This is an optimization exercise on Yosys and OpenROAD, whose aim is small area, a short achievable clock period and few clock cycles per item, not a production implementation. The RTL was checked by simulation tests, not by an equivalence proof against the original design. Power figures rest on the tool's default switching activity, not on a simulated workload.

`flow/config.mk`:
```
export PLATFORM = sky130hd
export DESIGN_NAME = mmacc_main
export DESIGN_NICKNAME = mmacc_main
export VERILOG_FILES = /design/flow/design.v
export SDC_FILE = /design/flow/constraint.sdc
export NUM_CORES = 4
export LEC_CHECK = 0
export CAP_MARGIN = 20
export CORE_MARGIN = 2
export CORE_UTILIZATION = 40
export CTS_CLUSTER_DIAMETER = 80
export CTS_CLUSTER_SIZE = 24
export SETUP_SLACK_MARGIN = 2.5
export SLEW_MARGIN = 20
```
`flow/constraint.sdc`:
```
create_clock -name core_clock -period 5.0 [get_ports {clk}]
set_input_delay 1.0000 -clock core_clock [delete_from_list [all_inputs] [get_ports {clk}]]
set_output_delay 1.0000 -clock core_clock [all_outputs]
set_load 0.01 [all_outputs]
```
`flow/design.v`:
```
`timescale 1ns/1ps
`default_nettype none
module mmacc_main (
  input  wire logic        clk,
  input  wire logic        s_rst_n,
  input  wire logic        ld_en_i,
  input  wire logic [4:0]  ld_add_i,
  input  wire logic [15:0] ld_data_i,
  input  wire logic        cmd_avail_i,
  input  wire logic [1:0]  cmd_slot_i,
  input  wire logic [2:0]  cmd_rot_i,
  input  wire logic        res_avail_i,
  input  wire logic [15:0] res_i,
  output logic             cmd_enquiry_o,
  output logic             feed_vld_o,
  output logic [15:0]      feed_data_o,
  output logic             feed_sop_o,
  output logic             feed_eop_o,
  output logic             sxt_vld_o,
  output logic [15:0]      sxt_data_o,
  output logic             sxt_last_o,
  output logic [1:0]       sxt_slot_o,
  output logic             done_o,
  output logic [1:0]       done_slot_o,
  output logic [3:0]       error_o
);
  logic [1:0] t_slot [4];
  logic [2:0] t_sidx [4];            
  logic [1:0] wr_ptr;                
  logic [2:0] ifc;                   
  logic       tab_full;
  logic       cmd_take;
  logic       x_done;                
  assign tab_full = ifc[2];
  assign cmd_take = cmd_avail_i & ~tab_full;
  always_ff @(posedge clk) begin
    if (!s_rst_n) begin
      wr_ptr <= '0;
      ifc    <= '0;
    end else begin
      wr_ptr <= wr_ptr + 2'(cmd_take);
      ifc    <= ifc + 3'(cmd_take) - 3'(x_done);
    end
  end
  always_ff @(posedge clk) begin
    if (cmd_take) begin
      t_slot[wr_ptr] <= cmd_slot_i;
      t_sidx[wr_ptr] <= 3'd0 - cmd_rot_i;
    end
  end
  logic [31:0][15:0] w;              
  logic [3:0][7:0]   sel_q;          
  logic [3:0][15:0]  rd;             
  always_comb begin
    for (int s = 0; s < 4; s++) begin
      rd[s] = '0;
      for (int i = 0; i < 8; i++) begin
        rd[s] = rd[s] | (w[s*8+i] & {16{sel_q[s][i]}});
      end
    end
  end
  function automatic logic [31:0] oh32(input logic [1:0] s, input logic [2:0] i);
    for (int a = 0; a < 32; a++) oh32[a] = ({s, i} == 5'(a));
  endfunction
  function automatic logic [3:0] oh4(input logic [1:0] s);
    for (int a = 0; a < 4; a++) oh4[a] = (s == 2'(a));
  endfunction
  function automatic logic [15:0] cneg(input logic [15:0] x, input logic n);
    logic [15:0] p;
    p = x;
    for (int d = 1; d < 16; d = d * 2) begin
      for (int i = 15; i >= d; i--) p[i] = p[i] | p[i-d];
    end
    cneg[0] = x[0];
    for (int i = 1; i < 16; i++) cneg[i] = x[i] ^ (n & p[i-1]);
  endfunction
  logic       fr_v, fr_last, fr_neg;
  logic [2:0] fr_j, fr_idx;
  logic [1:0] fr_slot;
  logic [3:0] pf_oh;
  logic [1:0] f_ptr;                 
  logic [2:0] f_cnt;                 
  logic [2:0] fd_ptr;                
  logic       f_free, f_pend, f_start, f_tab;
  logic [1:0] hd_slot, fs_slot;
  logic [2:0] hd_sidx, fs_idx;
  assign f_pend  = (f_cnt != 3'd0);
  assign f_free  = ~fr_v | fr_last;
  assign f_start = f_free & (f_pend | cmd_take);
  assign f_tab   = f_pend;
  assign hd_slot = t_slot[f_ptr];
  assign hd_sidx = t_sidx[f_ptr];
  assign fs_slot = f_tab ? hd_slot : cmd_slot_i;
  assign fs_idx  = f_tab ? hd_sidx : 3'd0 - cmd_rot_i;
  logic        fn_v;
  logic [31:0] fn_sel;
  logic [3:0]  fn_oh;
  assign fn_v   = f_start | (fr_v & ~fr_last);
  assign fn_sel = ~fn_v   ? 32'd0 :
                  f_start ? oh32(fs_slot, fs_idx) : oh32(fr_slot, fr_idx + 3'd1);
  assign fn_oh  = ~fn_v   ? 4'd0 :
                  f_start ? oh4(fs_slot) : oh4(fr_slot);
  logic [15:0] pf;
  always_comb begin
    pf = '0;
    for (int s = 0; s < 4; s++) pf = pf | (rd[s] & {16{pf_oh[s]}});
  end
  always_ff @(posedge clk) begin
    if (!s_rst_n) begin
      fr_v   <= 1'b0;
      f_ptr  <= '0;
      f_cnt  <= '0;
      fd_ptr <= '0;
    end else begin
      fr_v   <= fn_v;
      f_ptr  <= f_ptr + 2'(f_start);
      f_cnt  <= f_cnt + 3'(cmd_take) - 3'(f_start);
      fd_ptr <= fd_ptr + 3'(fr_v & fr_last);
    end
  end
  always_ff @(posedge clk) begin
    if (f_start) begin
      fr_j    <= 3'd0;
      fr_last <= 1'b0;
      fr_slot <= fs_slot;
      fr_idx  <= fs_idx;
      fr_neg  <= (fs_idx != 3'd0);
    end else begin
      fr_j    <= fr_j + 3'd1;
      fr_last <= (fr_j == 3'd6);
      fr_idx  <= fr_idx + 3'd1;
      fr_neg  <= fr_neg & (fr_idx != 3'd7);
    end
  end
  logic        fq_v, fq_sop, fq_eop, fq_neg;
  logic [15:0] fq;
  always_ff @(posedge clk) begin
    if (!s_rst_n) begin
      fq_v       <= 1'b0;
      fq_sop     <= 1'b0;
      fq_eop     <= 1'b0;
      feed_vld_o <= 1'b0;
      feed_sop_o <= 1'b0;
      feed_eop_o <= 1'b0;
    end else begin
      fq_v       <= fr_v;
      fq_sop     <= fr_v & (fr_j == 3'd0);
      fq_eop     <= fr_v & fr_last;
      feed_vld_o <= fq_v;
      feed_sop_o <= fq_sop;
      feed_eop_o <= fq_eop;
    end
  end
  always_ff @(posedge clk) begin
    fq          <= pf;
    fq_neg      <= fr_neg;
    feed_data_o <= cneg(fq, fq_neg);
  end
  logic [5:0]  in_pos;               
  logic [15:0] a_q;
  logic        a_v;
  logic        r_v, r_adv;           
  logic [3:0]  pa_oh;
  logic [15:0] sum, nsum;
  logic [1:0]  in_slot;
  assign in_slot = t_slot[in_pos[4:3]];
  assign sum     = a_q + res_i;
  assign nsum    = (-a_q) + ~res_i + 16'd1;
  logic [15:0] pa;
  always_comb begin
    pa = '0;
    for (int s = 0; s < 4; s++) pa = pa | (rd[s] & {16{pa_oh[s]}});
  end
  logic a_load;
  assign a_load = r_v & (r_adv ? res_avail_i : ~res_avail_i);
  logic [5:0]  p1, p2;
  logic        av0, av1;             
  logic [5:0]  tg0, tg1;
  logic        rdy0, rdy1;
  logic [1:0]  sl0, sl1;
  assign p1   = in_pos + 6'd1;
  assign p2   = in_pos + 6'd2;
  assign av0  = a_v | (r_v & ~r_adv);
  assign av1  = r_v & r_adv;
  assign tg0  = av0 ? p1 : in_pos;
  assign tg1  = av1 ? p2 : p1;
  assign rdy0 = (tg0[5:3] != fd_ptr) | (fr_v & fr_last);
  assign rdy1 = (tg1[5:3] != fd_ptr) | (fr_v & fr_last);
  assign sl0  = t_slot[tg0[4:3]];
  assign sl1  = t_slot[tg1[4:3]];
  logic [31:0] an_sel0, an_sel1, an_sel;
  logic [3:0]  an_oh0, an_oh1, an_oh;
  assign an_sel0 = rdy0 ? oh32(sl0, tg0[2:0]) : 32'd0;
  assign an_sel1 = rdy1 ? oh32(sl1, tg1[2:0]) : 32'd0;
  assign an_oh0  = rdy0 ? oh4(sl0) : 4'd0;
  assign an_oh1  = rdy1 ? oh4(sl1) : 4'd0;
  assign an_sel  = res_avail_i ? an_sel1 : an_sel0;
  assign an_oh   = res_avail_i ? an_oh1  : an_oh0;
  always_ff @(posedge clk) begin
    if (!s_rst_n) begin
      in_pos <= '0;
      a_v    <= 1'b0;
      r_v    <= 1'b0;
      r_adv  <= 1'b0;
    end else begin
      in_pos <= res_avail_i ? p1 : in_pos;
      a_v    <= res_avail_i ? av1 : av0;
      r_v    <= res_avail_i ? rdy1 : rdy0;
      r_adv  <= res_avail_i ? av1 : av0;
    end
  end
  always_ff @(posedge clk) begin
    if (a_load) a_q <= pa;
  end
  logic [15:0] sum_q;
  logic        wq_v;
  logic [4:0]  wq_add;
  always_ff @(posedge clk) begin
    if (!s_rst_n) wq_v <= 1'b0;
    else          wq_v <= res_avail_i;
    if (res_avail_i) sum_q <= sum;
    wq_add <= {in_slot, in_pos[2:0]};
  end
  logic [15:0] wbus;
  logic [31:0] we;
  assign wbus = ld_en_i ? ld_data_i : sum_q;
  assign we   = (ld_en_i ? oh32(ld_add_i[4:3], ld_add_i[2:0]) : 32'd0)
              | (wq_v ? oh32(wq_add[4:3], wq_add[2:0]) : 32'd0);
  always_ff @(posedge clk) begin
    for (int a = 0; a < 32; a++) begin
      if (we[a]) w[a] <= wbus;
    end
  end
  logic       x_b0, x_b1;
  logic [2:0] xb;                    
  logic [1:0] x_slot;
  logic [3:0] px_oh;
  logic [15:0] w0, px;
  logic [15:0] xr;                   
  assign x_b0   = res_avail_i & (in_pos[2:0] == 3'd6);
  assign x_b1   = res_avail_i & (in_pos[2:0] == 3'd7);
  assign x_done = (xb == 3'd7);
  always_comb begin
    w0 = '0;
    for (int s = 0; s < 4; s++) w0 = w0 | (w[s*8] & {16{in_slot == 2'(s)}});
    px = '0;
    for (int s = 0; s < 4; s++) px = px | (rd[s] & {16{px_oh[s]}});
  end
  logic        xn_v;
  logic [2:0]  xn_idx;
  logic [31:0] xn_sel;
  assign xn_v   = x_b1 | ((xb != 3'd0) & (xb < 3'd6));
  assign xn_idx = x_b1 ? 3'd5 : 3'd6 - xb;
  assign xn_sel = xn_v ? oh32(x_slot, xn_idx) : 32'd0;
  always_ff @(posedge clk) begin
    if (!s_rst_n) begin
      xb         <= '0;
      sxt_vld_o  <= 1'b0;
      sxt_last_o <= 1'b0;
    end else begin
      xb         <= x_b1 ? 3'd2 : (xb != 3'd0 && xb != 3'd7) ? xb + 3'd1 : 3'd0;
      sxt_vld_o  <= x_b0 | x_b1 | (xb != 3'd0);
      sxt_last_o <= x_done;
    end
  end
  always_ff @(posedge clk) begin
    if (x_b0) x_slot <= in_slot;
    xr         <= x_b1 ? sum_q : px;
    sxt_data_o <= x_b0 ? w0 : x_b1 ? nsum : cneg(xr, 1'b1);
  end
  assign sxt_slot_o  = x_slot;
  assign done_o      = sxt_last_o;
  assign done_slot_o = x_slot;
  always_ff @(posedge clk) begin
    sel_q <= fn_sel | an_sel | xn_sel;
    pf_oh <= fn_oh;
    pa_oh <= an_oh;
    px_oh <= xn_v ? oh4(x_slot) : 4'd0;
  end
  logic [2:0] enq_cnt;
  always_ff @(posedge clk) begin
    if (!s_rst_n) begin
      enq_cnt       <= 3'd4;
      cmd_enquiry_o <= 1'b0;
    end else begin
      enq_cnt       <= enq_cnt - 3'(enq_cnt != 3'd0);
      cmd_enquiry_o <= (enq_cnt != 3'd0) | x_done;
    end
  end
  logic err_cmd, err_res;
  always_ff @(posedge clk) begin
    if (!s_rst_n) begin
      err_cmd <= 1'b0;
      err_res <= 1'b0;
    end else begin
      err_cmd <= err_cmd | (cmd_avail_i & tab_full);
      err_res <= err_res | (res_avail_i & (in_pos[5:3] == fd_ptr));
    end
  end
  assign error_o = {err_cmd, 1'b0, err_res, 1'b0};
endmodule
`default_nettype wire
```
`flow/run.sh`:
```
#!/bin/bash
# synth_recipe.tcl (not shown) runs the flow's synth.tcl, then flattens the netlist and writes it again
# the make line also repeats each setting of config.mk as NAME=value (left out here)
make -C /OpenROAD-flow-scripts/flow DESIGN_CONFIG=/design/flow/config.mk WORK_HOME=/design/flow/orfs CLKGATE_MAP_FILE= SYNTH_SCRIPT=/design/flow/synth_recipe.tcl finish
```
==> flow_summary.json, run 1 <==
{
  "fmax_mhz": 392,
  "r2r_start": "a_q[1]$_DFFE_PP_",
  "fin_setup_tns_ns": 0,
  "cts_root_buffer": "clkbuf_16",
  "synth_area_leaders": "edfxtp_1, dfxtp_1, a22oi_1, ha_1, mux4_2",
  "rr_worst_depth": 12,
  "setup_viol": 0,
  "crit_path_end_kind": "flop",
  "synth_edf_count": 568,
  "htreeDepth": 2,
  "hold_violations": 0,
  "grt_overflow_total": 0,
  "route.vias.total": 20600,
  "die-area_um2": 78100,
  "hold_class": "flop to flop",
  "share_comb_of_total_power_pct": 26.4,
  "syn_avg_cell_area_um2": 13.8,
  "required_ns": 5.48,
  "post-route-drc-count": 0,
  "first_pass_iters": 6,
  "num_rows": 101,
  "min_period_over_period_pct": 51.0,
  "core_area_um2": 75600,
  "fillers": 6555,
  "synthCells": 2201,
  "crit_type": "input pin to flop",
  "swShare_pct": 35.5,
  "cts_inserted_buffers": 40,
  "place_congestion": 0.908,
  "layout-area-overhead-vs-synth_pct": 16.6,
  "die_w_um": 280,
  "fin_area_um2": 35400,
  "start_util_pct": 40.2,
  "start_kind": "input pin",
  "ys_seq_elements": 732,
  "p_clk_share_pct": 23.6,
  "status": "no timing/DRC/antenna violations",
  "yosysSeqAreaShare_pct": 67.0,
  "crit_start": "res_i[1]",
  "power.internal_mw": 10.1,
  "grt_max_degree": 44,
  "path_max_fanout": 3,
  "seqPwrFrac_pct": 50.0,
  "routedWlPerCell_um": 29.6,
  "dp_cells": 3165,
  "peakVddDrop_mv": 0.224,
  "synth-async-reset-ratio_pct": 0,
  "synth.top_cell.area_share_pct": 56.2,
  "ff2ff_setup_slack_ns": 2.47,
  "io_pins": 94,
  "power-per-cell-area_nw_per_um2": 441,
  "placed_area_um2": 32600,
  "relSlewSlack_pct": 27.5,
  "clock-sinks": 732,
  "synth_top_area_cell": "edfxtp_1",
  "clkTransAtPathRegs_ns": 0.10,
  "regArea_um2": 20400,
  "fp.dieH_um": 280,
  "drive_gt1_share_pct": 16.9,
  "yosys.cell_types.count": 69,
  "grt_use_total_pct": 24.5,
  "maxCapViolCount": 0,
  "r2r_end": "sxt_data_o[13]$_DFF_P_",
  "place_hpwl_um": 65300,
  "holdPathStages": 1,
  "worst_slew_pin_slew_ns": 1.09,
  "rsz0062_at_grt": "true",
  "setup_ws_ns": 2.45,
  "synth_top_flop_cell": "edfxtp_1",
  "multi_input_area_um2": 10500,
  "antenna_found_initial": 2,
  "drt_iter0_drc": 2525,
  "final_cells": 3310,
  "insertion_delay_ns": 0.61,
  "ctsHoldBuffers": 0,
  "arrival_ns": 3.03,
  "maxSlewViolCount": 0,
  "finalNetCount": 2420,
  "ys_warn_count": 1,
  "cts_tree": "built",
  "clock_path_buffers": 3,
  "port_buffers": 91,
  "grt_pass1_vias": 19900,
  "skew_ns": 0.0297,
  "leakagePower_nw": 11.9,
  "syn_area_um2": 30400,
  "period_needed_ns": 2.55,
  "crit_end": "sxt_data_o[13]$_DFF_P_",
  "grt_pass1_wl_um": 140000,
  "netSwitchingPower_mw": 5.55,
  "avgViaCountPerCell": 6.23,
  "finalWirelength_um": 97900,
  "drt.antenna.violating_nets": 0,
  "pre_cts_ws_ns": 1.32
}
## final cells by class
type	count	share of cell area [%]
flip-flops and latches	732	57.5
multi-input cells	1263	29.6
repair buffers	191	4.99
well taps	978	3.46
clock buffers	62	3.18
inverters	71	0.809
clock inverters	12	0.417
diodes	1	0.00707
## Yosys cell counts (4+ instances only)
cell,n
nand2_1,106
a31oi_1,31
and2_1,30
o22ai_1,32
a22oi_1,378
a21oi_1,36
mux2i_1,10
ha_1,70
or3_1,10
fa_1,4
buf_2,7
mux2_2,17
xor2_1,23
o21ai_0,39
o31ai_1,5
a21o_1,5
mux4_2,25
o21a_1,9
a2bb2oi_1,8
nor3_1,21
nor2b_1,20
nand3b_1,5
buf_4,7
o31a_1,6
nand2b_1,24
a21boi_0,5
nand4_1,71
nor4_1,10
or2_2,9
a211oi_1,6
and3_1,16
nor2_1,86
edfxtp_1,568
buf_1,7
clkbuf_1,117
xnor2_1,48
o221ai_1,33
dfxtp_1,164
nand3_1,22
inv_1,68
## what timing repair did
| action | in CTS | in global routing |
|---|---|---|
| cloned | 1 | 1 |
| setup buffers | 56 | 12 |
| pin swaps | 48 | 28 |
| endpoints found under the setup margin | 629 | 491 |
| resized for setup | 154 | 101 |
| endpoints found under the hold margin | 0 | 0 |
## cell families after synthesis
family	count (synthesis)	share of synthesized area, %
other cells	1	0.0124
compound gates	613	14.6
xor+xnor	71	2.05
mux	52	2.81
fa+ha+maj	74	3.15
flops	732	67.0
simple gates	449	7.67
buf+inv	209	2.70
## critical path: stages
cell      delay, ns
buf_4          0.13
ha_4           0.28
inv_4          0.03
ha_4           0.15
inv_2          0.05
fa_2           0.24
nor2b_4        0.05
o31a_1         0.30
o311ai_4       0.30
a31oi_1        0.15
xor2_1         0.16
o21ai_1        0.12
a21oi_1        0.07
## power groups by stage
stage                     Clock [mW]  Sequential [mW]  Combinational, mW
after floorplan                    0             7.30               2.39
after global placement             0             7.92               3.66
after detailed placement           0             7.93               3.69
after CTS                       3.74             7.79               3.93
after global routing            3.94             7.84               4.35
final                           3.69             7.80               4.13
## registers in the layout (all words and copies together) (netlist names), 3 cells and up, named ones only
signal	cells
xr	16
wq_add	5
xb	3
px_oh	4
fd_ptr	3
feed_data_o	16
fr_idx	3
fq	16
pa_oh	4
ifc	3
enq_cnt	3
sel_q	32
w	512
t_slot	8
in_pos	6
t_sidx	12
a_q	16
pf_oh	4
f_cnt	3
sum_q	16
sxt_data_o	16
fr_j	3
## layout by cell type, fill, tap and decap left out, types with 17 or more instances in the layout
master             n
clkdlybuf4s50_1   40
nor2_1            76
xnor2_1           45
buf_4             86
nand2_1          101
o21ai_0           26
nand3_1           17
clkbuf_1          20
inv_1             56
edfxtp_1         568
clkbuf_16         42
a21oi_1           29
xor2_1            20
mux4_2            26
dfxtp_1          154
and2_1            28
ha_4              29
a31oi_1           27
o221ai_1          28
ha_1              37
dlygate4sd2_1     31
o22ai_2           21
nor3_1            19
a22oi_1          375
nand2b_1          18
nand4_1           71
## worst min path at each step
stage / endpoint / from
floorplan: fq_neg$_DFF_P_ / fr_neg$_DFF_P_
global placement: feed_data_o[0]$_DFF_P_ / fq[0]$_DFF_P_
detailed placement: feed_data_o[0]$_DFF_P_ / fq[0]$_DFF_P_
CTS: feed_eop_o$_SDFF_PN0_ / fq_eop$_SDFF_PN0_
global route: feed_vld_o$_SDFF_PN0_ / fq_v$_SDFF_PN0_
finish: feed_eop_o$_SDFF_PN0_ / fq_eop$_SDFF_PN0_
## metrics by stage
| stage | utilization, % | hold WS (ns) | power (mW) |
|---|---|---|---|
| after CTS | 46.2 | 0.444 | 15.5 |
| after floorplan | - | 0.331 | 9.69 |
| after global routing | 46.8 | 0.461 | 16.1 |
| final | 46.8 | 0.442 | 15.6 |
| after global placement | 43.2 | 0.401 | 11.6 |
| after detailed placement | 43.2 | 0.398 | 11.6 |
## routing by layer
metal	vias up	GRT usage, %	part of all wire [%]
met4	4	7.13	3.0
met5	-	0	0.021
met3	125	3.89	8.4
met2	1043	38.7	46
li1	8839	-	-
met1	10600	35.1	43
Testbench counts, summed over its fixed seeds: cycles 2,958, items 256.
==> run 2, diff against run 1 <==
--- a/flow/config.mk
+++ b/flow/config.mk
@@ -10,5 +10,5 @@
 export CORE_UTILIZATION = 40
 export CTS_CLUSTER_DIAMETER = 80
-export CTS_CLUSTER_SIZE = 24
+export CTS_CLUSTER_SIZE = 30
 export SETUP_SLACK_MARGIN = 2.5
 export SLEW_MARGIN = 20
==> run 2 against run 1 <==
Against the previous run: still clean on timing, DRC and antenna; clock skew is 0.00098 ns higher; total power about the same; global-route usage about the same; sequential power barely moved; first-iteration DRC count decreased by 11%; sequential cell count unchanged; register-to-register slack about the same; utilization up 0.38 points; worst hold slack improved by 0.0020 ns; synthesized cell count unchanged; critical endpoint is now w[431]$_DFFE_PP_; highest routed layer unchanged.
==> flow_summary.json, run 2 <==
{
  "route.vias.total": 20600,
  "start_kind": "input pin",
  "synth_top_flop_cell": "edfxtp_1",
  "placed_area_um2": 32600,
  "cts_tree": "built",
  "syn_avg_cell_area_um2": 13.8,
  "io_pins": 94,
  "largest-register": "w",
  "htreeDepth": 2,
  "hold_class": "flop to flop",
  "cts_inserted_buffers": 36,
  "netSwitchingPower_mw": 5.64,
  "crit_type": "input pin to flop",
  "power.internal_mw": 9.97,
  "place_hpwl_um": 65300,
  "die_w_um": 280,
  "rsz0062_at_grt": "true",
  "finalNetCount": 2436,
  "arrival_ns": 2.94,
  "grt_use_total_pct": 24.6,
  "pre_cts_ws_ns": 1.32,
  "ff2ff_setup_slack_ns": 2.46,
  "ctsHoldBuffers": 0,
  "leakagePower_nw": 12.0,
  "routedWlPerCell_um": 29.5,
  "power-per-cell-area_nw_per_um2": 437,
  "maxCapViolCount": 0,
  "syn_area_um2": 30400,
  "required_ns": 5.29,
  "synth-async-reset-ratio_pct": 0,
  "cts_root_buffer": "clkbuf_16",
  "hold-worst-slack_ns": 0.444,
  "wl_met3_um": 8060,
  "antenna_found_initial": 3,
  "skew_ns": 0.0307,
  "synth_area_leaders": "edfxtp_1, dfxtp_1, a22oi_1, ha_1, mux4_2",
  "grt_pass1_wl_um": 141000,
  "fin_setup_tns_ns": 0,
  "largest_reg_flops": 512,
  "ys_seq_elements": 732,
  "drive_gt1_share_pct": 18.7,
  "fmax_mhz": 378,
  "grt_max_degree": 44,
  "relSlewSlack_pct": 27.5,
  "wl_met2_um": 44600,
  "grt_pass1_vias": 20000,
  "die-area_um2": 78100,
  "setup_viol": 0,
  "synth.top_cell.area_share_pct": 56.2,
  "post-route-drc-count": 0,
  "avgViaCountPerCell": 6.20,
  "synth_edf_count": 568,
  "path_max_fanout": 32,
  "yosys-top-cells-count": "edfxtp_1, a22oi_1, dfxtp_1",
  "first_pass_iters": 6,
  "ys_warn_count": 1,
  "rr_worst_depth": 10,
  "wl_met1_um": 42200,
  "min_from": "fq_eop$_SDFF_PN0_",
  "final_common_cell": "edfxtp_1",
  "yosysSeqAreaShare_pct": 67.0,
  "synthCells": 2201,
  "final_cell_mix": "edfxtp_1, a22oi_1, dfxtp_1",
  "reg_top3": "w (512), sel_q (32)",
  "r2r_start": "in_pos[1]$_SDFFE_PN0P_",
  "finalPower_mw": 15.6,
  "core_area_um2": 75600,
  "synth_top_area_cell": "edfxtp_1",
  "p_clk_share_pct": 23.1,
  "n_antenna_cell": 0,
  "worst_slew_pin_slew_ns": 1.09,
  "holdPathStages": 1,
  "start_util_pct": 40.2,
  "yosys.cell_types.count": 69,
  "place_congestion": 0.908,
  "status": "no timing/DRC/antenna violations",
  "clock_path_buffers": 3,
  "post-synth-top-count-cell": "edfxtp_1",
  "share_comb_of_total_power_pct": 26.9,
  "drt_iter0_drc": 2238,
  "drt.antenna.violating_nets": 0,
  "clock-sinks": 732,
  "crit_start": "ld_en_i",
  "min_period_over_period_pct": 52.9,
  "maxSlewViolCount": 0,
  "period_needed_ns": 2.64,
  "num_rows": 101,
  "setup_ws_ns": 2.36,
  "finalWirelength_um": 97900,
  "crit_path_end_kind": "flop",
  "clkTransAtPathRegs_ns": 0.11,
  "peakVddDrop_mv": 0.265,
  "swShare_pct": 36.1,
  "highest_layer": "met5",
  "seqPwrFrac_pct": 50.0,
  "layout-area-overhead-vs-synth_pct": 17.5,
  "fp.dieH_um": 280,
  "whs_endpoint": "feed_eop_o$_SDFF_PN0_",
  "port_buffers": 91,
  "fin_area_um2": 35700,
  "grt_overflow_total": 0,
  "hold_violations": 0,
  "r2r_end": "sel_q[1]$_DFF_P_",
  "insertion_delay_ns": 0.61
}
## run 2: worst max path at each step
stage / endpoint / slack [ns] / cells past startpoint
after floorplan: sxt_data_o[9]$_DFF_P_ / 2.11 / 12
after global placement: sxt_data_o[13]$_DFF_P_ / 1.29 / 13
after detailed placement: sxt_data_o[13]$_DFF_P_ / 1.32 / 13
after CTS: sel_q[1]$_DFF_P_ / 2.37 / 10
after global routing: sxt_data_o[15]$_DFF_P_ / 2.35 / 12
final: w[431]$_DFFE_PP_ / 2.36 / 3
## run 2: per-stage QoR
stage / cells / utilization, %
floorplan: 2202 / -
global placement: 3165 / 43.2
detailed placement: 3165 / 43.2
CTS: 3289 / 46.3
global route: 3317 / 47.2
finish: 3317 / 47.2
## run 2: area by class of cell
cell class                 count  area, µm²
inverter                      71        289
sequential                   732      20400
multi-input combinational   1265      10700
fill                        6528      39900
tap                          978       1220
timing repair buffer         209       1930
clock inverter                18        262
clock buffer                  44        972
## run 2: metal layers
metal  vias to the layer above  track usage, %
met1                     10600            35.1
met2                       976            38.6
li1                       8867               -
met4                         4            7.56
met5                         -               0
met3                       138            3.99
## run 2: kinds of logic (layout without fill, tap and decap cells)
family          Yosys count  count (layout)  share of synthesized area (%)
mux                      52              53                           2.81
compound gates          613             613                           14.6
fa+ha+maj                74              74                           3.15
xor+xnor                 71              71                           2.05
other cells               1               2                         0.0124
flops                   732             732                           67.0
simple gates            449             452                           7.67
buf+inv                 209             342                           2.70
## run 2: power by group through the flow
stage	clock network, mW	logic (mW)	registers, mW
floorplan	0	2.39	7.30
global placement	0	3.66	7.92
detailed placement	0	3.69	7.93
CTS	3.66	3.94	7.79
global route	3.87	4.42	7.84
finish	3.61	4.20	7.80
## run 2: timing repair
action,in CTS,in global routing
pin swaps,49,32
resized for setup,180,117
gates cloned,1,3
buffers inserted,61,25
endpoints found under the setup margin,637,460
## run 2: worst max-delay path, cell delays in order
cell and delay (ns):
clkdlybuf4s50_1 0.67, buf_4 0.45, mux2_2 0.75
==> run 3, diff against run 2 <==
--- a/flow/config.mk
+++ b/flow/config.mk
@@ -9,6 +9,4 @@
 export CORE_MARGIN = 2
 export CORE_UTILIZATION = 40
-export CTS_CLUSTER_DIAMETER = 80
-export CTS_CLUSTER_SIZE = 30
 export SETUP_SLACK_MARGIN = 2.5
 export SLEW_MARGIN = 20
==> run 3 against run 2 <==
Against the previous run: synthesized area unchanged; still clean on timing, DRC and antenna; count of clock-buffer cells in the layout grew 54; non-clock buffer count shrank 17; largest power group unchanged; synthesized cell count stayed put.
==> flow_summary.json, run 3 <==
{
  "status": "no timing/DRC/antenna violations",
  "drt.antenna.violating_nets": 0,
  "fmax_mhz": 398,
  "synth-async-reset-ratio_pct": 0,
  "place_congestion": 0.908,
  "io_pins": 94,
  "arrival_ns": 3.01,
  "htreeDepth": 3,
  "antenna_found_initial": 1,
  "leakagePower_nw": 12.4,
  "holdPathStages": 1,
  "start_util_pct": 40.2,
  "grt_use_met3_pct": 4.70,
  "maxSlewViolCount": 0,
  "worst_slew_pin_slew_ns": 1.05,
  "place_hpwl_um": 65300,
  "route.vias.total": 21000,
  "largest-register": "w",
  "cts_inserted_buffers": 76,
  "required_ns": 5.50,
  "avgViaCountPerCell": 6.21,
  "finalPower_mw": 17.3,
  "period_needed_ns": 2.52,
  "ff2ff_setup_slack_ns": 2.48,
  "routedWlPerCell_um": 29.3,
  "cts_root_buffer": "clkbuf_16",
  "clock_path_buffers": 3,
  "layout-area-overhead-vs-synth_pct": 20.3,
  "die_w_um": 280,
  "core_area_um2": 75600,
  "whs_endpoint": "feed_eop_o$_SDFF_PN0_",
  "synthCells": 2201,
  "ys_warn_count": 1,
  "use_met2_pct": 39.1,
  "syn_avg_cell_area_um2": 13.8,
  "min_from": "fq_eop$_SDFF_PN0_",
  "rsz0062_at_grt": "true",
  "fin_setup_tns_ns": 0,
  "post-route-drc-count": 0,
  "path_max_fanout": 3,
  "r2r_start": "a_q[1]$_DFFE_PP_",
  "clock-sinks": 732,
  "finalWirelength_um": 98900,
  "power.internal_mw": 11.5,
  "synth_edf_count": 568,
  "insertion_delay_ns": 0.62,
  "finalNetCount": 2460,
  "grt_use_total_pct": 24.9,
  "swShare_pct": 33.6,
  "drive_gt1_share_pct": 18.6,
  "yosysSeqAreaShare_pct": 67.0,
  "netSwitchingPower_mw": 5.80,
  "final_common_cell": "edfxtp_1",
  "top_usage_layer": "met2",
  "synth_area_leaders": "edfxtp_1, dfxtp_1, a22oi_1, ha_1, mux4_2",
  "yosys-top-cells-count": "edfxtp_1, a22oi_1, dfxtp_1",
  "clkTransAtPathRegs_ns": 0.06,
  "cts_tree": "built",
  "grt_pass1_vias": 20300,
  "power-per-cell-area_nw_per_um2": 472,
  "setup_viol": 0,
  "num_rows": 101,
  "rr_worst_depth": 12,
  "final_core_util_pct": 48.3,
  "relSlewSlack_pct": 29.9,
  "post-synth-top-count-cell": "edfxtp_1",
  "synth.top_cell.area_share_pct": 56.2,
  "yosys.cell_types.count": 69,
  "start_kind": "input pin",
  "crit_type": "input pin to flop",
  "grt_overflow_total": 0,
  "crit_path_end_kind": "flop",
  "synth_top_flop_cell": "edfxtp_1",
  "share_comb_of_total_power_pct": 23.7,
  "fp.dieH_um": 280,
  "first_pass_iters": 6,
  "p_clk_share_pct": 30.9,
  "placed_area_um2": 32600,
  "hold_class": "flop to flop",
  "grt_max_degree": 44,
  "ctsHoldBuffers": 0,
  "final_cell_mix": "edfxtp_1, a22oi_1, dfxtp_1",
  "die-area_um2": 78100,
  "reg_top3": "w (512), sel_q (32)",
  "maxCapViolCount": 0,
  "largest_reg_flops": 512,
  "ys_seq_elements": 732,
  "synth_top_area_cell": "edfxtp_1",
  "grt_pass1_wl_um": 142000,
  "min_period_over_period_pct": 50.3,
  "peakVddDrop_mv": 0.260,
  "hold_violations": 0,
  "r2r_end": "sxt_data_o[13]$_DFF_P_",
  "use_met1_pct": 35.0,
  "fin_area_um2": 36500,
  "drt_iter0_drc": 2536,
  "seqPwrFrac_pct": 45.3,
  "syn_area_um2": 30400,
  "port_buffers": 91,
  "skew_ns": 0.0275
}
[run 3: critical path, stage by stage]
cell      delay, ns
buf_6          0.11
ha_4           0.27
inv_4          0.03
ha_4           0.14
inv_2          0.04
fa_2           0.22
nor2b_4        0.05
o31a_1         0.33
o311ai_4       0.30
a31oi_1        0.15
xor2_1         0.18
o21ai_1        0.12
a21oi_1        0.07
[run 3: metal layers]
metal | vias up | part of all wire [%] | routed length, µm
li1 | 8970 | - | -
met1 | 10600 | 42 | 41600
met2 | 1185 | 45 | 44600
met3 | 171 | 9.8 | 9700
met4 | 0 | 3.0 | 2970
met5 | - | 0 | 0
[run 3: repair_timing]
action	in CTS	in global routing
pin swaps	44	42
cloned	1	4
endpoints found under the setup margin	695	434
gates resized for setup	159	101
setup buffers	56	13
[run 3: logic make-up after synthesis]
group                      share of synthesized area, %
buffers and inverters                              2.70
DFF                                                67.0
other                                            0.0124
and+or+nand+nor                                    7.67
muxes                                              2.81
AOI/OAI and AO/OA                                  14.6
xor gates and xnor gates                           2.05
adders and majority gates                          3.15
[run 3: per-stage QoR]
stage / cells / setup slack (ns) / hold WS (ns)
floorplan: 2202 / 2.11 / 0.331
global placement: 3165 / 1.29 / 0.401
detailed placement: 3165 / 1.32 / 0.398
CTS: 3353 / 2.45 / 0.433
global route: 3370 / 2.37 / 0.461
finish: 3372 / 2.48 / 0.430
[run 3: power by group through the flow]
stage	Clock, mW	Combinational [mW]	Sequential [mW]
floorplan	0	2.39	7.30
global placement	0	3.66	7.92
detailed placement	0	3.69	7.93
CTS	5.41	3.92	7.80
global route	5.65	4.33	7.85
finish	5.34	4.10	7.82
[run 3: how the worst max path moves through the flow]
stage	startpoint	end	slack, ns
after floorplan	res_i[1]	sxt_data_o[9]$_DFF_P_	2.11
after global placement	res_i[0]	sxt_data_o[13]$_DFF_P_	1.29
after detailed placement	res_i[1]	sxt_data_o[13]$_DFF_P_	1.32
after CTS	ld_en_i	w[240]$_DFFE_PP_	2.45
after global routing	a_q[1]$_DFFE_PP_	sxt_data_o[13]$_DFF_P_	2.37
final	res_i[1]	sxt_data_o[13]$_DFF_P_	2.48
[run 3: layout make-up]
class / count / area, µm²
diodes: 2 / 5.00
flip-flops and latches: 732 / 20400
clock buffers: 98 / 2090
inverters: 71 / 289
clock inverters: 33 / 213
well taps: 978 / 1220
repair buffers: 192 / 1790
multi-input cells: 1266 / 10600
fillers: 6467 / 39000
==> run 4, diff against run 3 <==
--- a/flow/config.mk
+++ b/flow/config.mk
@@ -9,4 +9,6 @@
 export CORE_MARGIN = 2
 export CORE_UTILIZATION = 40
+export CTS_CLUSTER_DIAMETER = 100
+export CTS_CLUSTER_SIZE = 30
 export SETUP_SLACK_MARGIN = 2.5
 export SLEW_MARGIN = 20
==> run 4 against run 3 <==
Against the previous run: utilization is 2.1 points lower; sequential power about the same; total power fell by 13%; sequential cell count stayed put; largest power group unchanged; register-to-register slack barely moved; synthesized cell count unchanged; global-route usage down 0.47 points; non-clock buffer count stayed put; fmax grew 0.19%; die area did not move; first-iteration DRC count is 8.6% lower; clock skew rose by 0.010 ns.
==> flow_summary.json, run 4 <==
{
  "leakagePower_nw": 11.7,
  "worst_slew_pin_slew_ns": 1.09,
  "start_util_pct": 40.2,
  "power-per-cell-area_nw_per_um2": 429,
  "synth_top_area_cell": "edfxtp_1",
  "yosys-top-cells-count": "edfxtp_1, a22oi_1, dfxtp_1",
  "layout-area-overhead-vs-synth_pct": 15.2,
  "yosysSeqAreaShare_pct": 67.0,
  "final_core_util_pct": 46.3,
  "hold_violations": 0,
  "start_kind": "flop",
  "route.vias.total": 20400,
  "hold_class": "flop to flop",
  "antenna_found_initial": 0,
  "status": "no timing/DRC/antenna violations",
  "final_cell_mix": "edfxtp_1, a22oi_1, dfxtp_1",
  "ff2ff_setup_slack_ns": 2.49,
  "drt.antenna.violating_nets": 0,
  "syn_avg_cell_area_um2": 13.8,
  "num_rows": 101,
  "synthCells": 2201,
  "grt_use_total_pct": 24.4,
  "setup_viol": 0,
  "finalNetCount": 2411,
  "min_period_over_period_pct": 50.2,
  "period_needed_ns": 2.51,
  "ys_warn_count": 1,
  "finalWirelength_um": 97400,
  "worst_path_max_delay_cell": "or4_4",
  "cts_tree": "built",
  "required_ns": 5.54,
  "rr_worst_depth": 7,
  "first_pass_iters": 6,
  "final_common_cell": "edfxtp_1",
  "routedWlPerCell_um": 29.6,
  "reg_top3": "w (512), sel_q (32)",
  "synth_area_leaders": "edfxtp_1, dfxtp_1, a22oi_1, ha_1, mux4_2",
  "skew_ns": 0.0380,
  "insertion_delay_ns": 0.65,
  "post-synth-top-count-cell": "edfxtp_1",
  "ctsHoldBuffers": 0,
  "r2r_start": "fq[0]$_DFF_P_",
  "path_common_cell": "or4_4",
  "crit_end": "feed_data_o[14]$_DFF_P_",
  "final_cells": 3293,
  "post-route-drc-count": 0,
  "largest_reg_flops": 512,
  "path_max_fanout": 3,
  "io_pins": 94,
  "clock-sinks": 732,
  "grt_overflow_total": 0,
  "ys_seq_elements": 732,
  "drt_iter0_drc": 2317,
  "crit_path_end_kind": "flop",
  "grt_pass1_wl_um": 140000,
  "die_w_um": 280,
  "die-area_um2": 78100,
  "synth_top_flop_cell": "edfxtp_1",
  "fin_setup_tns_ns": 0,
  "cpPeakStageDelay_ns": 0.52,
  "avgViaCountPerCell": 6.20,
  "fmax_mhz": 398,
  "core_area_um2": 75600,
  "cts_root_buffer": "clkbuf_16",
  "place_congestion": 0.908,
  "port_buffers": 91,
  "largest-register": "w",
  "drive_gt1_share_pct": 15.9,
  "dp_cells": 3165,
  "rsz0062_at_grt": "true",
  "maxCapViolCount": 0,
  "r2r_end": "feed_data_o[14]$_DFF_P_",
  "path_cells": "or4_4, or3_4, or4_4, or2_4, o41ai_4, nand2_1, xor2_1",
  "grt_pass1_vias": 19700,
  "arrival_ns": 3.05,
  "peakVddDrop_mv": 0.310,
  "yosys.cell_types.count": 69,
  "relSlewSlack_pct": 27.5,
  "clkTransAtPathRegs_ns": 0.11,
  "cts_inserted_buffers": 30,
  "grt_max_degree": 44,
  "place_hpwl_um": 65300,
  "clock_path_buffers": 3,
  "htreeDepth": 1,
  "synth.top_cell.area_share_pct": 56.2,
  "maxSlewViolCount": 0,
  "syn_area_um2": 30400,
  "fp.dieH_um": 280,
  "crit_type": "flop to flop",
  "synth-async-reset-ratio_pct": 0,
  "crit_start": "fq[0]$_DFF_P_",
  "synth_edf_count": 568
}
==> run 4: cell counts after synthesis <==
Identical to the previous run, type by type.
==> run 4: critical path, delay by kind of cell (launching register included) <==
family	cells	cell delay (ns)
and+or+nand+nor	5	1.67
DFF	1	0.34
AOI/OAI and AO/OA	1	0.25
xor gates and xnor gates	1	0.15
==> run 4: how the worst min path moves through the flow <==
stage | cells after the start | startpoint | end
final | 1 | fq_eop$_SDFF_PN0_ | feed_eop_o$_SDFF_PN0_
after global routing | 1 | fq[15]$_DFF_P_ | feed_data_o[15]$_DFF_P_
after CTS | 1 | fq_eop$_SDFF_PN0_ | feed_eop_o$_SDFF_PN0_
after detailed placement | 0 | fq[0]$_DFF_P_ | feed_data_o[0]$_DFF_P_
after global placement | 0 | fq[0]$_DFF_P_ | feed_data_o[0]$_DFF_P_
after floorplan | 0 | fr_neg$_DFF_P_ | fq_neg$_DFF_P_
==> run 4: cell families after synthesis <==
logic type / after synthesis / share of synthesized area [%]
buffers and inverters: 209 / 2.70
AOI/OAI and AO/OA: 613 / 14.6
xor gates and xnor gates: 71 / 2.05
other: 1 / 0.0124
muxes: 52 / 2.81
DFF: 732 / 67.0
and+or+nand+nor: 449 / 7.67
adders and majority gates: 74 / 3.15
==> run 4: power breakdown <==
group / internal, mW / switching (mW)
combinational: 1.37 / 2.68
clock: 1.23 / 1.91
sequential: 7.00 / 0.806
==> run 4: routing by layer <==
| layer | vias up | GRT usage (%) | wire (µm) |
|---|---|---|---|
| li1 | 8813 | - | - |
| met1 | 10400 | 35.4 | 41900 |
| met2 | 1022 | 38.4 | 44300 |
| met3 | 141 | 3.39 | 8190 |
| met4 | 0 | 6.95 | 2990 |
| met5 | - | 0 | 0 |
==> run 4: per-stage QoR <==
| stage | hold slack, ns | total power [mW] | instance area, µm² | setup WS [ns] |
|---|---|---|---|---|
| 2_1_floorplan | 0.331 | 9.69 | 30800 | 2.11 |
| 3_3_place_gp | 0.401 | 11.6 | 32600 | 1.29 |
| 3_5_place_dp | 0.398 | 11.6 | 32600 | 1.32 |
| 4_1_cts | 0.447 | 14.8 | 34500 | 2.40 |
| 5_1_grt | 0.473 | 15.5 | 35000 | 2.39 |
| 6_report | 0.445 | 15.0 | 35000 | 2.49 |
==> run 4: cell type report <==
class,count,area [µm²]
Clock inverter,7,116
Sequential cell,732,20400
Multi-Input combinational cell,1263,10400
Antenna cell,2,5.00
Fill cell,6601,40600
Clock buffer,48,840
Tap cell,978,1220
Inverter,71,277
Timing Repair Buffer,192,1720
==> run 4: repair_timing <==
| action | 4_1_cts | 5_1_grt |
|---|---|---|
| pin swaps | 45 | 33 |
| resized for setup | 160 | 86 |
| buffers inserted | 49 | 20 |
| setup endpoints to repair | 430 | 591 |
| gates cloned | 1 | 1 |
==> run 5, diff against run 4 <==
--- a/flow/config.mk
+++ b/flow/config.mk
@@ -10,5 +10,5 @@
 export CORE_UTILIZATION = 40
 export CTS_CLUSTER_DIAMETER = 100
-export CTS_CLUSTER_SIZE = 30
+export CTS_CLUSTER_SIZE = 28
 export SETUP_SLACK_MARGIN = 2.5
 export SLEW_MARGIN = 20
==> run 5 against run 4 <==
Against the previous run: worst setup slack got worse by 0.0053 ns; global-route usage decreased by 0.079 points; die area unchanged; combinational power about the same; critical path depth unchanged; register-to-register slack about the same; count of clock-buffer cells in the layout increased by 5; non-clock buffer count decreased by 4; first-iteration DRC count increased by 6.5%; worst hold slack got worse by 0.00085 ns; clock power decreased by 2%; largest power group unchanged; sequential share of layout area about the same.
==> flow_summary.json, run 5 <==
{
  "avgViaCountPerCell": 6.20,
  "hold_violations": 0,
  "crit_path_end_kind": "flop",
  "grt_pass1_wl_um": 140000,
  "yosys-top-cells-count": "edfxtp_1, a22oi_1, dfxtp_1",
  "synth_top_flop_cell": "edfxtp_1",
  "regArea_um2": 20400,
  "drt_iter0_drc": 2468,
  "reg_top3": "w (512), sel_q (32)",
  "netSwitchingPower_mw": 5.35,
  "grt_overflow_total": 0,
  "final_common_cell": "edfxtp_1",
  "clkTransAtPathRegs_ns": 0.11,
  "multi_input_area_um2": 10400,
  "power-per-cell-area_nw_per_um2": 428,
  "ys_seq_elements": 732,
  "grt_pass1_vias": 19600,
  "power.internal_mw": 9.62,
  "start_util_pct": 40.2,
  "min_period_over_period_pct": 50.3,
  "cts_inserted_buffers": 31,
  "ys_warn_count": 1,
  "syn_area_um2": 30400,
  "setup_viol": 0,
  "first_pass_iters": 6,
  "synth_area_leaders": "edfxtp_1, dfxtp_1, a22oi_1, ha_1, mux4_2",
  "port_buffers": 91,
  "ctsHoldBuffers": 0,
  "finalWirelength_um": 97200,
  "swShare_pct": 35.7,
  "drive_gt1_share_pct": 16.0,
  "layout-area-overhead-vs-synth_pct": 15.1,
  "num_rows": 101,
  "cts_tree": "built",
  "hold_class": "flop to flop",
  "clock_path_buffers": 3,
  "die-area_um2": 78100,
  "htreeDepth": 1,
  "finalNetCount": 2407,
  "post-route-drc-count": 0,
  "ff2ff_setup_slack_ns": 2.48,
  "synth.top_cell.area_share_pct": 56.2,
  "place_congestion": 0.908,
  "peakVddDrop_mv": 0.372,
  "die_w_um": 280,
  "seqPwrFrac_pct": 52.1,
  "routedWlPerCell_um": 29.5,
  "synth_top_area_cell": "edfxtp_1",
  "p_clk_share_pct": 20.7,
  "final_cells": 3292,
  "skew_ns": 0.0273,
  "period_needed_ns": 2.52,
  "share_comb_of_total_power_pct": 27.2,
  "fp.dieH_um": 280,
  "crit_type": "flop to flop",
  "largest-register": "w",
  "start_kind": "flop",
  "leakagePower_nw": 11.7,
  "dp_cells": 3165,
  "core_area_um2": 75600,
  "final_cell_mix": "edfxtp_1, a22oi_1, dfxtp_1",
  "cts_root_buffer": "clkbuf_16",
  "synth_edf_count": 568,
  "route.vias.total": 20400,
  "yosysSeqAreaShare_pct": 67.0,
  "grt_use_total_pct": 24.3,
  "clock-sinks": 732,
  "maxCapViolCount": 0,
  "antenna_found_initial": 1,
  "place_hpwl_um": 65300,
  "fin_setup_tns_ns": 0,
  "io_pins": 94,
  "worst_slew_pin_slew_ns": 1.04,
  "status": "no timing/DRC/antenna violations",
  "relSlewSlack_pct": 30.8,
  "synthCells": 2201,
  "rsz0062_at_grt": "true",
  "fillers": 6606,
  "yosys.cell_types.count": 69,
  "grt_max_degree": 44,
  "syn_avg_cell_area_um2": 13.8,
  "path_max_fanout": 3,
  "post-synth-top-count-cell": "edfxtp_1",
  "drt.antenna.violating_nets": 0,
  "fmax_mhz": 398,
  "required_ns": 5.52,
  "largest_reg_flops": 512,
  "arrival_ns": 3.04,
  "maxSlewViolCount": 0,
  "insertion_delay_ns": 0.64,
  "synth-async-reset-ratio_pct": 0
}
==> run 5: power by group through the flow <==
stage	registers (mW)	clock network (mW)	logic, mW
floorplan	7.30	0	2.39
global placement	7.92	0	3.66
detailed placement	7.93	0	3.69
CTS	7.79	3.14	3.87
global route	7.83	3.35	4.29
finish	7.80	3.10	4.08
==> run 5: stage by stage <==
stage	worst slack, ns	utilization (%)	hold slack, ns	total power, mW	instance area, µm²
after floorplan	2.11	-	0.331	9.69	30800
after global placement	1.29	43.2	0.401	11.6	32600
after detailed placement	1.32	43.2	0.398	11.6	32600
after CTS	2.40	45.6	0.446	14.8	34400
after global routing	2.38	46.2	0.475	15.5	35000
final	2.48	46.3	0.444	15.0	35000
==> run 5: kinds of logic (layout without fill, tap and decap cells) <==
family                     count (synthesis)  count (layout)  share of synthesized area (%)
AOI/OAI and AO/OA                        613             613                           14.6
xor gates and xnor gates                  71              71                           2.05
adders and majority gates                 74              74                           3.15
buffers and inverters                    209             316                           2.70
DFF                                      732             732                           67.0
muxes                                     52              53                           2.81
other                                      1               6                         0.0124
and+or+nand+nor                          449             449                           7.67
==> run 5: worst paths after layout <==
check	from	to	cells past startpoint
setup / recovery	fq[0]$_DFF_P_	feed_data_o[14]$_DFF_P_	7
hold / removal	fq_eop$_SDFF_PN0_	feed_eop_o$_SDFF_PN0_	1
setup reg to reg	fq[0]$_DFF_P_	feed_data_o[14]$_DFF_P_	7
hold reg to reg	fq_eop$_SDFF_PN0_	feed_eop_o$_SDFF_PN0_	1
==> run 5: routing by layer <==
metal	share of wire, %	track usage [%]	wire length (µm)	vias up
met4	2.8	6.12	2760	0
met3	8.1	3.05	7910	119
li1	-	-	-	8815
met1	43	35.1	41800	10500
met5	0	0	0	-
met2	46	39.1	44700	960
==> run 5: area by class of cell <==
type / instances / area share [%]
sequential: 732 / 58.2
multi-input combinational: 1262 / 29.8
timing repair buffer: 188 / 4.90
tap: 978 / 3.50
clock buffer: 53 / 2.51
inverter: 71 / 0.805
clock inverter: 4 / 0.175
antenna: 4 / 0.0286
==> run 5: critical path: stages, from the launching register on <==
cell	delay (ns)
dfxtp_2	0.33
or4_4	0.52
or3_4	0.34
or4_4	0.44
or2_4	0.26
o41ai_4	0.25
nand2_1	0.11
xor2_1	0.14
==> run 5: timing repair <==
| item | 4_1_cts | 5_1_grt |
|---|---|---|
| setup buffers | 50 | 15 |
| gates cloned | 1 | 0 |
| pin swaps | 44 | 24 |
| resized for setup | 159 | 93 |
| endpoints found under the hold margin | 0 | 0 |
| setup endpoints to repair | 455 | 606 |
==> run 6, diff against run 5 <==
--- a/flow/config.mk
+++ b/flow/config.mk
@@ -11,4 +11,5 @@
 export CTS_CLUSTER_DIAMETER = 100
 export CTS_CLUSTER_SIZE = 28
+export PLACE_DENSITY = 0.7
 export SETUP_SLACK_MARGIN = 2.5
 export SLEW_MARGIN = 20
==> run 6 against run 5 <==
Against the previous run: worst setup slack lost 0.088 ns; critical endpoint unchanged; combinational power increased by 1%; wire length shrank 0.83%; largest power group unchanged; largest cell class unchanged; global-route usage fell by 0.52 points; clock skew hardly changed; final area increased by 1.5%; die area unchanged; non-clock buffer count up 7; total power is essentially flat; still clean on timing, DRC and antenna; count of clock-buffer cells in the layout decreased by 1.
==> flow_summary.json, run 6 <==
{
  "status": "no timing/DRC/antenna violations",
  "relSlewSlack_pct": 27.2,
  "yosys.area_share.adder_pct": 3.15,
  "ctsHoldBuffers": 0,
  "insertion_delay_ns": 0.66,
  "cts_root_buffer": "clkbuf_16",
  "synth_top_area_cell": "edfxtp_1",
  "largest-register": "w",
  "largest_reg_flops": 512,
  "start_util_pct": 40.2,
  "finalWirelength_um": 96400,
  "leakagePower_nw": 11.8,
  "finalNetCount": 2416,
  "hold_violations": 0,
  "drt.antenna.violating_nets": 0,
  "skew_ns": 0.0268,
  "ys_seq_elements": 732,
  "reg_top3": "w (512), sel_q (32)",
  "clkTransAtPathRegs_ns": 0.10,
  "num_rows": 101,
  "clock_path_buffers": 3,
  "routedWlPerCell_um": 29.2,
  "post-route-drc-count": 0,
  "yosysSeqAreaShare_pct": 67.0,
  "setup_viol": 0,
  "synth-async-reset-ratio_pct": 0,
  "drt_iter0_drc": 3066,
  "grt_overflow_total": 0,
  "arrival_ns": 3.15,
  "drive_gt1_share_pct": 17.5,
  "yosys.cell_types.count": 69,
  "required_ns": 5.55,
  "synth_compound_area_share_pct": 14.6,
  "ys_warn_count": 1,
  "holdPathStages": 1,
  "grt_max_degree": 49,
  "io_pins": 94,
  "antenna_found_initial": 4,
  "rr_worst_depth": 7,
  "synthCells": 2201,
  "place_hpwl_um": 63400,
  "yosys-top-cells-count": "edfxtp_1, a22oi_1, dfxtp_1",
  "port_buffers": 91,
  "rsz0062_at_grt": "true",
  "path_max_fanout": 3,
  "synthSimpleGateAreaFrac_pct": 7.67,
  "synthMuxAreaShare_pct": 2.81,
  "syn_area_um2": 30400,
  "fillers": 6384,
  "hold_class": "flop to flop",
  "avgViaCountPerCell": 6.35,
  "grt_use_total_pct": 23.8,
  "cts_inserted_buffers": 31,
  "power-per-cell-area_nw_per_um2": 422,
  "multi_input_area_um2": 10700,
  "peakVddDrop_mv": 0.355,
  "first_pass_iters": 7,
  "clock-sinks": 732,
  "layout-area-overhead-vs-synth_pct": 16.9,
  "synth_edf_count": 568,
  "worst_slew_pin_slew_ns": 1.09,
  "final_common_cell": "edfxtp_1",
  "htreeDepth": 1,
  "cts_tree": "built",
  "fmax_mhz": 384,
  "maxCapViolCount": 0,
  "synth_area_leaders": "edfxtp_1, dfxtp_1, a22oi_1, ha_1, mux4_2",
  "regArea_um2": 20400,
  "crit_type": "flop to flop",
  "fp.dieH_um": 280,
  "maxSlewViolCount": 0,
  "fin_setup_tns_ns": 0,
  "syn_avg_cell_area_um2": 13.8,
  "crit_path_end_kind": "flop",
  "core_area_um2": 75600,
  "grt_pass1_vias": 19700,
  "final_cell_mix": "edfxtp_1, a22oi_1, dfxtp_1",
  "period_needed_ns": 2.60,
  "synth_xor_area_share_pct": 2.05,
  "synth.top_cell.area_share_pct": 56.2,
  "start_kind": "flop",
  "min_period_over_period_pct": 52.1,
  "synth_top_flop_cell": "edfxtp_1",
  "route.vias.total": 20900,
  "die-area_um2": 78100,
  "die_w_um": 280,
  "post-synth-top-count-cell": "edfxtp_1",
  "place_congestion": 0.954,
  "synth_top_family_by_area": "compound AO/OA/AOI/OAI gates",
  "grt_pass1_wl_um": 137000,
  "final_core_util_pct": 47.0
}
==> run 6: cell counts after synthesis <==
Identical to the previous run, type by type.
==> run 6: final cells by class <==
| cell class | instances | share of cell area [%] |
|---|---|---|
| multi-input cells | 1264 | 30.0 |
| inverters | 71 | 0.804 |
| repair buffers | 195 | 5.75 |
| well taps | 978 | 3.45 |
| clock buffers | 52 | 2.44 |
| flip-flops and latches | 732 | 57.4 |
| clock inverters | 5 | 0.162 |
| diodes | 1 | 0.00705 |
==> run 6: per-layer routing <==
| layer | part of all wire [%] | up-vias | GRT usage [%] |
|---|---|---|---|
| met4 | 4.8 | 6 | 9.56 |
| met1 | 38 | 10400 | 32.0 |
| met2 | 45 | 1428 | 37.1 |
| met5 | 0.039 | - | 0 |
| li1 | - | 8836 | - |
| met3 | 12 | 225 | 5.89 |
==> run 6: path summary, 6_finish.rpt <==
kind                        endpoint  slack, ns          startpoint
min reg2reg       fr_j[0]$_SDFF_PP0_       0.45  fr_j[0]$_SDFF_PP0_
max          feed_data_o[14]$_DFF_P_       2.40       fq[0]$_DFF_P_
min               fr_j[0]$_SDFF_PP0_       0.45  fr_j[0]$_SDFF_PP0_
max reg2reg  feed_data_o[14]$_DFF_P_       2.40       fq[0]$_DFF_P_
==> run 6: timing repair <==
action,in CTS,in global routing
gates cloned,1,4
pin swaps,61,37
gates resized for setup,206,97
setup buffers,69,19
endpoints found under the setup margin,604,406
==> run 6: critical path: stages, from the launching register on <==
cell and delay (ns):
dfxtp_2 0.34, or4_4 0.53, or3_4 0.34, or4_4 0.42
or2_4 0.26, o41ai_4 0.33, nand2_1 0.13, xor2_1 0.16
==> run 6: logic make-up after synthesis <==
group | after synthesis
multiplexers | 52
buffers and inverters | 209
adder cells (fa/ha/maj) | 74
XOR/XNOR | 71
other | 1
AND/OR/NAND/NOR | 449
flip-flops | 732
AO/OA/AOI/OAI | 613
==> run 6: per-stage QoR <==
stage          worst slack (ns)  total power, mW  area [µm²]  cells  hold WS, ns
2_1_floorplan              2.11             9.69       30800   2202        0.331
3_3_place_gp               1.26             11.5       32500   3147        0.403
3_5_place_dp               1.18             11.6       32500   3147        0.401
4_1_cts                    2.39             14.7       34800   3274        0.454
5_1_grt                    2.30             15.5       35500   3297        0.465
6_report                   2.40             15.0       35500   3298        0.450
==> run 6: where the power goes <==
group | total (mW) | switching, mW | leakage (nW) | internal, mW
Sequential | 7.79 | 0.783 | 6.47 | 7.00
Combinational | 4.13 | 2.76 | 4.84 | 1.38
Clock | 3.06 | 1.85 | 0.445 | 1.22
==> run 7, diff against run 6 <==
--- a/flow/config.mk
+++ b/flow/config.mk
@@ -11,5 +11,5 @@
 export CTS_CLUSTER_DIAMETER = 100
 export CTS_CLUSTER_SIZE = 28
-export PLACE_DENSITY = 0.7
 export SETUP_SLACK_MARGIN = 2.5
 export SLEW_MARGIN = 20
+export TNS_END_PERCENT = 50
==> run 7 against run 6 <==
Against the previous run: fmax rose by 0.83%; first-iteration DRC count down 12%; non-clock buffer count increased by 4; highest routed layer unchanged; final area is 0.44% lower; via count is 2.5% lower; still clean on timing, DRC and antenna; global-route usage rose by 0.27 points; utilization down 0.21 points; cell count is 0.18% higher; count of clock-buffer cells in the layout up 2; combinational power increased by 1%.
==> flow_summary.json, run 7 <==
{
  "final_core_util_pct": 46.8,
  "clock_path_buffers": 3,
  "hold_violations": 0,
  "ctsHoldBuffers": 0,
  "drt.antenna.violating_nets": 0,
  "route.vias.total": 20400,
  "antenna_found_initial": 2,
  "setup_viol": 0,
  "synthCells": 2201,
  "rsz0062_at_grt": "true",
  "reg_top3": "w (512), sel_q (32)",
  "hold_class": "flop to flop",
  "crit_start": "fq[2]$_DFF_P_",
  "htreeDepth": 1,
  "io_pins": 94,
  "swShare_pct": 35.7,
  "final_cell_mix": "edfxtp_1, a22oi_1, dfxtp_1",
  "synth.top_cell.area_share_pct": 56.2,
  "crit_type": "flop to flop",
  "seqPwrFrac_pct": 51.7,
  "skew_ns": 0.0339,
  "grt_overflow_total": 0,
  "die-area_um2": 78100,
  "min_from": "fq_v$_SDFF_PN0_",
  "num_rows": 101,
  "drive_gt1_share_pct": 17.4,
  "yosysSeqAreaShare_pct": 67.0,
  "largest_reg_flops": 512,
  "share_comb_of_total_power_pct": 27.7,
  "finalNetCount": 2418,
  "holdPathStages": 1,
  "ff2ff_setup_slack_ns": 2.42,
  "place_hpwl_um": 65400,
  "grt_pass1_wl_um": 138000,
  "layout-area-overhead-vs-synth_pct": 16.4,
  "port_buffers": 91,
  "syn_avg_cell_area_um2": 13.8,
  "drt_iter0_drc": 2688,
  "cts_inserted_buffers": 31,
  "ys_warn_count": 1,
  "power-per-cell-area_nw_per_um2": 427,
  "synth_compound_area_share_pct": 14.6,
  "post-route-drc-count": 0,
  "yosys-top-cells-count": "edfxtp_1, a22oi_1, dfxtp_1",
  "power.internal_mw": 9.68,
  "maxSlewViolCount": 0,
  "hold-worst-slack_ns": 0.444,
  "r2r_end": "feed_data_o[15]$_DFF_P_",
  "rr_worst_depth": 7,
  "required_ns": 5.54,
  "synthMuxAreaShare_pct": 2.81,
  "path_max_fanout": 3,
  "clkTransAtPathRegs_ns": 0.11,
  "p_clk_share_pct": 20.7,
  "fin_setup_tns_ns": 0,
  "yosys.area_share.adder_pct": 3.15,
  "fmax_mhz": 387,
  "period_needed_ns": 2.58,
  "synth_top_family_by_area": "compound AO/OA/AOI/OAI gates",
  "cts_root_buffer": "clkbuf_16",
  "relSlewSlack_pct": 29.7,
  "place_congestion": 0.897,
  "synth_xor_area_share_pct": 2.05,
  "routedWlPerCell_um": 29.4,
  "whs_endpoint": "feed_vld_o$_SDFF_PN0_",
  "ys_seq_elements": 732,
  "syn_area_um2": 30400,
  "worst_slew_pin_slew_ns": 1.05,
  "core_area_um2": 75600,
  "first_pass_iters": 9,
  "peakVddDrop_mv": 0.315,
  "finalWirelength_um": 97100,
  "synth_area_leaders": "edfxtp_1, dfxtp_1, a22oi_1, ha_1, mux4_2",
  "final_common_cell": "edfxtp_1",
  "arrival_ns": 3.12,
  "leakagePower_nw": 11.6,
  "fin_area_um2": 35300,
  "maxCapViolCount": 0,
  "synthSimpleGateAreaFrac_pct": 7.67,
  "synth_top_flop_cell": "edfxtp_1",
  "fp.dieH_um": 280,
  "status": "no timing/DRC/antenna violations",
  "placed_area_um2": 32600,
  "synth-async-reset-ratio_pct": 0,
  "clock-sinks": 732,
  "avgViaCountPerCell": 6.18,
  "synth_top_area_cell": "edfxtp_1",
  "grt_max_degree": 33,
  "largest-register": "w",
  "die_w_um": 280,
  "grt_pass1_vias": 19500,
  "post-synth-top-count-cell": "edfxtp_1",
  "netSwitchingPower_mw": 5.39,
  "start_util_pct": 40.2,
  "start_kind": "flop",
  "r2r_start": "fq[2]$_DFF_P_",
  "min_period_over_period_pct": 51.6,
  "cts_tree": "built",
  "grt_use_total_pct": 24.1,
  "crit_path_end_kind": "flop",
  "yosys.cell_types.count": 69,
  "insertion_delay_ns": 0.65,
  "synth_edf_count": 568
}
[run 7: cell count changes in the layout (fill, tap and decap cells not counted), moves of 11 or more]
cell	delta
buf_12	-18
clkdlybuf4s50_1	+40
buf_6	+11
buf_4	+12
o22ai_2	+11
o22ai_4	-13
dlygate4sd2_1	-42
[run 7: repair_timing]
| item | 4_1_cts | 5_1_grt |
|---|---|---|
| buffers inserted | 56 | 20 |
| gates cloned | 1 | 1 |
| pin swaps | 44 | 36 |
| gates resized for setup | 160 | 111 |
| hold endpoints to repair | 0 | 0 |
| endpoints found under the setup margin | 522 | 495 |
[run 7: critical path: stages, from the launching register on]
cell     delay [ns]
dfxtp_1        0.36
or4_4          0.50
or3_4          0.35
or4_4          0.43
or2_4          0.26
o41ai_4        0.28
nand2_2        0.12
xor2_2         0.17
[run 7: cell families (layout without fill, tap and decap cells)]
kind of cell	Yosys count	count (layout)
AOI/OAI and AO/OA	613	613
xor gates and xnor gates	71	71
adders and majority gates	74	74
buffers and inverters	209	328
DFF	732	732
muxes	52	52
other	1	6
and+or+nand+nor	449	450
[run 7: stage by stage]
stage	setup WS, ns	total power [mW]	std cells
floorplan	2.11	9.68	2202
global placement	1.30	11.6	3164
detailed placement	1.25	11.6	3164
CTS	2.35	14.9	3279
global route	2.33	15.6	3300
finish	2.42	15.1	3304
[run 7: power groups by stage]
| stage | Clock [mW] | Combinational (mW) | Sequential [mW] |
|---|---|---|---|
| final | 3.11 | 4.17 | 7.79 |
| after global routing | 3.36 | 4.39 | 7.82 |
| after CTS | 3.17 | 3.94 | 7.77 |
| after detailed placement | 0 | 3.72 | 7.91 |
| after global placement | 0 | 3.69 | 7.90 |
| after floorplan | 0 | 2.38 | 7.30 |
[run 7: worst max-delay path by stage]
stage,endpoint,slack (ns),cells past startpoint
after floorplan,sxt_data_o[9]$_DFF_P_,2.11,12
after global placement,w[186]$_DFFE_PP_,1.30,5
after detailed placement,w[189]$_DFFE_PP_,1.25,5
after CTS,sxt_data_o[6],2.35,1
after global routing,feed_data_o[15]$_DFF_P_,2.33,7
final,feed_data_o[15]$_DFF_P_,2.42,7
[run 7: area by class of cell]
type                    count  area (µm²)
well taps                 978        1220
multi-input cells        1262       10500
repair buffers            199        1950
fillers                  6583       40200
clock buffers              54         883
flip-flops and latches    732       20400
inverters                  71         287
clock inverters             4        67.6
diodes                      4        10.0
[run 7: per-layer routing]
metal	GRT usage, %	part of all wire [%]	up-vias
li1	-	-	8849
met1	34.0	42	10400
met2	38.2	46	1040
met3	4.12	9.0	157
met4	7.08	3.3	4
met5	0	0.025	-

## what the ideal ports hide
The flow's constraints put no driver on any port. The routed layouts listed below were extracted and timed again, unchanged, in two steps.
Step 1 (the two cells are an assumption about what drives the block):
set clk [get_ports {clk}]
set_driving_cell -lib_cell sky130_fd_sc_hd__clkbuf_16 $clk
set_driving_cell -lib_cell sky130_fd_sc_hd__buf_2 [delete_from_list [all_inputs] $clk]
Step 2 moves the port delays by t, midway between the first and last clock arrival at a register: inputs arrive t later, outputs are due t later. That takes back most of the time a late clock gives input paths.
a / b / c = ideal ports / drivers / drivers and shift; a / b = the first two.
run	t, ns	setup WS [ns]	worst data-port slew with drivers (ns)
run 1	0.656	2.451 / 2.468 / 1.833	0.05
run 2	0.665	2.357 / 2.389 / 1.725	0.05
run 3	0.667	2.485 / 2.470 / 1.849	0.05
run 4	0.704	2.490 / 2.445 / 1.818	0.05
run 5	0.688	2.484 / 2.460 / 1.839	0.05
run 6	0.714	2.397 / 2.397 / 1.781	0.07
run 7	0.694	2.418 / 2.370 / 1.776	0.05
After both steps every run listed still meets setup and hold. The setup slack of run 4, which loses most, moves by -0.045 ns with the drivers and by -0.672 ns with both steps.
